From an optimization exercise on the open Yosys and OpenROAD flow, aimed at small area, a short achievable clock period and few clock cycles per item; shortcuts taken in it are not production practice.
Only simulation tests tie the RTL to the original design; equivalence was not proved.

--- flow/design.v ---
package output_eval_pkg;
	localparam int DATA_W = 12;
	localparam int INT_BITS = 3;
	localparam int FRAC_BITS = DATA_W - INT_BITS - 1;  
	localparam int NEURONS = 4;  
	localparam int IDX_W = 2;  
	localparam int CNT_W = 8;  
	typedef logic signed [DATA_W-1:0] fxp_t;
	typedef fxp_t [NEURONS-1:0] fxp_vec_t;  
	typedef logic signed [2*DATA_W-1:0] product_t;  
	localparam fxp_t FXP_MAX = {1'b0, {(DATA_W-1){1'b1}}};
	localparam fxp_t FXP_MIN = {1'b1, {(DATA_W-1){1'b0}}};
	localparam fxp_t FXP_NEG_ONE = {{(INT_BITS+1){1'b1}}, {FRAC_BITS{1'b0}}};
	typedef struct packed {
		fxp_vec_t act;  
		fxp_vec_t deriv;  
		logic [NEURONS-1:0] label;  
	} sample_t;
	typedef struct packed {
		logic valid;  
		logic [IDX_W-1:0] idx;  
		fxp_t max_val;  
	} class_t;
	typedef struct packed {
		fxp_vec_t delta;  
		logic [IDX_W-1:0] idx;
		logic correct;  
		logic [CNT_W-1:0] count;  
	} result_t;
	localparam int SAMPLE_W = 2 * NEURONS * DATA_W + NEURONS;  
	localparam int RESULT_W = NEURONS * DATA_W + IDX_W + 1 + CNT_W;  
endpackage
`timescale 1ns/1ps
module output_eval_top (
	input logic clk,
	input logic reset,
	input logic wb_cyc_i,
	input logic wb_stb_i,
	input logic wb_we_i,
	input logic [99:0] wb_dat_i,
	output logic [58:0] wb_dat_o,
	output logic wb_ack_o
);
	logic wr;  
	logic rd;  
	logic held_q;  
	logic [7:0] count_q;
	logic [47:0] delta_q;
	logic [1:0] idx_q;
	logic correct_q;
	logic [47:0] delta_d;
	logic [1:0] idx_d;
	logic hit;
	assign wr = wb_cyc_i && wb_stb_i && wb_we_i;
	assign rd = wb_cyc_i && wb_stb_i && !wb_we_i && held_q;
	assign wb_ack_o = wr || rd;
	for (genvar g = 0; g < 4; g++) begin : g_neuron
		logic signed [11:0] a;
		logic signed [11:0] d;
		logic signed [12:0] s;  
		logic signed [11:0] c;
		logic signed [23:0] p;  
		logic signed [15:0] q;
		assign a = wb_dat_i[52 + 12*g +: 12];
		assign d = wb_dat_i[4 + 12*g +: 12];
		assign s = a - (wb_dat_i[g] ? 13'sd256 : 13'sd0);
		assign c = (s < -13'sd2048) ? -12'sd2048 : s[11:0];
		assign p = c * d + 24'sd128;
		assign q = p[23:8];
		assign delta_d[12*g +: 12] = (q > 16'sd2047) ? 12'sd2047 :
			(q < -16'sd2048) ? -12'sd2048 : q[11:0];
	end
	logic signed [11:0] a0, a1, a2, a3, m01, m23;
	logic [1:0] i01, i23;
	assign a0 = wb_dat_i[52 +: 12];
	assign a1 = wb_dat_i[64 +: 12];
	assign a2 = wb_dat_i[76 +: 12];
	assign a3 = wb_dat_i[88 +: 12];
	assign i01 = (a1 > a0) ? 2'd1 : 2'd0;
	assign m01 = (a1 > a0) ? a1 : a0;
	assign i23 = (a3 > a2) ? 2'd3 : 2'd2;
	assign m23 = (a3 > a2) ? a3 : a2;
	assign idx_d = (m23 > m01) ? i23 : i01;
	assign hit = wb_dat_i[idx_d];
	always_ff @(posedge clk or posedge reset) begin
		if (reset) begin
			held_q <= 1'b0;
			count_q <= '0;
		end else if (wr) begin
			held_q <= 1'b1;
			count_q <= count_q + {7'd0, hit};
		end
	end
	always_ff @(posedge clk) begin
		if (wr) begin
			delta_q <= delta_d;
			idx_q <= idx_d;
			correct_q <= hit;
		end
	end
	assign wb_dat_o = {delta_q, idx_q, correct_q, count_q};
endmodule
--- flow/constraint.sdc ---
create_clock -name core_clock -period 7.5 [get_ports {clk}]
set_input_delay 1.5000 -clock core_clock [delete_from_list [all_inputs] [get_ports {clk}]]
set_output_delay 1.5000 -clock core_clock [all_outputs]
set_load 0.01 [all_outputs]
--- flow/config.mk ---
export PLATFORM = sky130hd
export DESIGN_NAME = output_eval_top
export DESIGN_NICKNAME = output_eval_top
export VERILOG_FILES = /design/flow/design.v
export SDC_FILE = /design/flow/constraint.sdc
export NUM_CORES = 4
export LEC_CHECK = 0
export CAP_MARGIN = 20
export CORE_MARGIN = 2
export CORE_UTILIZATION = 40
export SLEW_MARGIN = 20
--- flow/run.sh ---
#!/bin/bash
# synth_recipe.tcl (not shown) runs the flow's synth.tcl, then flattens the netlist and writes it again
# the make line also repeats each setting of config.mk as NAME=value (left out here)
make -C /OpenROAD-flow-scripts/flow DESIGN_CONFIG=/design/flow/config.mk WORK_HOME=/design/flow/orfs CLKGATE_MAP_FILE= SYNTH_SCRIPT=/design/flow/synth_recipe.tcl finish
==> flow_summary.ini <==
[outcome]
status = finished with violations
so.violations = setup timing

[grt]
grt_remaining_overflow = 0
track_usage_pct = 21.4
grt_pass1_wl_um = 114000
grt_pass1_vias = 23500
antenna_found_initial = 7
grt_max_degree = 57

[detailed_routing]
wl_per_cell_um = 15.7
wl_met1_um = 29200
met2_wirelength_um = 34000
ant_nets = 0
initialDrtViolationCount = 903
drc = 0
vias_per_cell = 4.85
drtPass1Iterations = 7
routed-via-count = 20800
wirelength_um = 67400
wl_met3_um = 2510
highest_layer = met5

[job]
maxCapViolations = 0

[synthesis]
syn_inst = 2833
ys.flop_type = edfxtp_1
syn_nets = 3716
synth_common_cells = inv_1 (685), fa_1 (548), nand2_1 (378)
synth_edf_count = 51
synthDistinctLibCells = 78
synth.cell_area_um2 = 25400
synth_top_area_share_pct = 43.1
ys_seq_area_share_pct = 6.91
ys_ff_latch = 60
ys_top_cells_by_area = fa_1 (43%), ha_1 (11%), inv_1 (10%)
synth_area_leader_cell = fa_1
synth_most_common_cell = inv_1
ys.warnings.count = 1
async_reset_ff_share_pct = 15.0
syn_avg_cell_area_um2 = 8.98

[setup_path]
start_kind = input pin
end_kind = register
rrSetupSlack_ns = 6.27
critPathTopFamily = adder cells
crit_arrival_ns = 7.70
path_class = input pin to register
cp_common_cell = fa_1
slowest_delay_ns = 0.57
worst-path-buf-inv = 9
critPathMaxFanout = 6
required_ns = 7.63
cp_slowest_cell = fa_1

[sta]
max-slew-margin-rel_pct = 40.6
rsz0062_at_grt = true
fin_ws_ns = -0.0757
maxSlewViolCount = 0
setup_viol = 22
post-route-period-util_pct = 101
hold_viol_final = 0
worst_slew_pin_slew_ns = 0.891
finClkSkew_ns = 0.000334
max_freq_ghz = 0.132
period_needed_ns = 7.58

[worst_hold_path]
hold_path_class = register to register

[clock_network]
htreeDepth = 3
hold_buffers = 0
cts_root_buf = clkbuf_16
clk_pin_slew_worst_paths_ns = 0.06
clockBufferDepth = 2
numCtsBuffers = 9
clock_sinks = 60
clkLatencyLatePin_ns = 0.36
cts_tree = built

[layout]
fill_cells = 5731
drive_gt1_share_pct = 24.5
syn_to_final_growth_pct = 32.4
finalNetCount = 4308

[floorplan]
start_util_pct = 40.4
die_w_um = 256
design.core.area_um2 = 63000
die-area_um2 = 65600
die_h_um = 256
rows = 92
ios = 165

[placement]
hpwl_um = 57100
gp_congestion = 0.879
port_buffers = 164
place_ws_ns = -1.33
stage by stage:
stage	hold WS (ns)	setup TNS, ns	utilization, %	instances	instance area (um^2)
after floorplan	0.435	-0.752	-	2833	25900
after global placement	0.454	-48.53	50.0	4182	31500
after detailed placement	0.463	-52.03	50.0	4182	31500
after CTS	0.482	-2.31	52.3	4245	32900
after global routing	0.503	-7.94	53.5	4280	33700
final	0.479	-1.18	53.5	4280	33700
layout make-up:
| type | count | area (um^2) | share of cell area, % |
|---|---|---|---|
| Timing Repair Buffer | 688 | 5820 | 17.3 |
| Clock inverter | 7 | 76.3 | 0.227 |
| Antenna cell | 4 | 10.0 | 0.0297 |
| Inverter | 689 | 2610 | 7.76 |
| Sequential cell | 60 | 1760 | 5.22 |
| Tap cell | 846 | 1060 | 3.14 |
| Multi-Input combinational cell | 1977 | 22100 | 65.7 |
| Clock buffer | 9 | 225 | 0.669 |
placed cells by master, fill, tap and decap left out, types with 10 or more instances in the layout:
| cell type | count |
|---|---|
| o21ai_2 | 18 |
| ha_4 | 36 |
| nor3_1 | 10 |
| and2_4 | 13 |
| nor2_1 | 77 |
| and3_1 | 14 |
| nand3_1 | 22 |
| o21ai_1 | 10 |
| or2_2 | 10 |
| edfxtp_1 | 51 |
| ha_1 | 192 |
| nand2_2 | 11 |
| nand4_1 | 16 |
| inv_2 | 28 |
| buf_6 | 34 |
| clkbuf_16 | 10 |
| a21oi_1 | 49 |
| nor2b_4 | 12 |
| xor2_1 | 22 |
| a21oi_2 | 13 |
| o211ai_1 | 10 |
| fa_2 | 19 |
| clkdlybuf4s50_1 | 145 |
| o21ai_0 | 43 |
| and2_1 | 160 |
| mux2i_1 | 13 |
| inv_1 | 653 |
| fa_1 | 529 |
| nor2b_1 | 17 |
| a21o_1 | 33 |
| buf_4 | 484 |
| xnor2_1 | 70 |
| nor2_4 | 18 |
| nand2_1 | 365 |
flip-flops by register name, summed over array words and instances (netlist names):
| register | count |
|---|---|
| idx_q | 2 |
| delta_q | 48 |
| count_q | 8 |
| held_q | 1 |
| correct_q | 1 |
final timing paths:
path | depth (start not counted) | start | end
setup / recovery | 28 | wb_dat_i[61] | delta_q[3]
hold / removal | 1 | count_q[7] | count_q[7]
setup reg to reg | 5 | count_q[0] | count_q[7]
hold reg to reg | 1 | count_q[7] | count_q[7]
max in group asynchronous | 2 | reset | count_q[4]
min in group asynchronous | 2 | reset | held_q
worst reg2reg max path, delay by kind of cell, from the launching register on:
family | cells | cell delay (ns)
XOR/XNOR | 1 | 0.14
adder cells (fa/ha/maj) | 1 | 0.18
AND/OR/NAND/NOR | 3 | 0.41
flip-flops | 1 | 0.38
cells by family (layout without fill, tap and decap cells):
group	count (synthesis)	in the layout	synth area share, %
other cells	0	4	0
buf+inv	798	1393	11.9
simple gates	826	826	15.7
mux	23	23	0.950
fa+ha+maj	778	778	54.5
xor+xnor	96	96	3.34
compound gates	252	254	6.75
flops	60	60	6.91
routing by layer:
layer,vias to the layer above,global-route usage (%)
li1,9744,-
met1,10600,27.5
met2,370,37.6
met3,83,3.06
met4,6,6.14
met5,-,0
timing repair:
item | CTS | global route
resized for setup | 217 | 145
pin swaps | 112 | 129
cloned | 5 | 1
setup buffers | 44 | 35
endpoints found under the setup margin | 48 | 47
Testbench counts, summed over its fixed seeds: cycles 6,400, items 3,200.

[afterwards: timing with drivers on the ports]
In the flow no input, the clock included, has a driving cell. The finished layout below was timed again as built, in two steps.
Step 1, drivers: a clkbuf_16 drives clk and a buf_2 each remaining input, both assumed.
Step 2 moves the port delays by t, midway between the first and last clock arrival at a register: inputs arrive t later, outputs are due t later. That takes back most of the time a late clock gives input paths.
Three values: ideal ports, drivers, drivers and shift; two values: the first two.
t, ns: 0.429
setup slack, ns: -0.076 / -0.070 / -0.499
worst register clock-pin slew, ns: 0.07 / 0.07
The setup slack of this run moves by +0.006 ns with the drivers and by -0.423 ns with both steps.
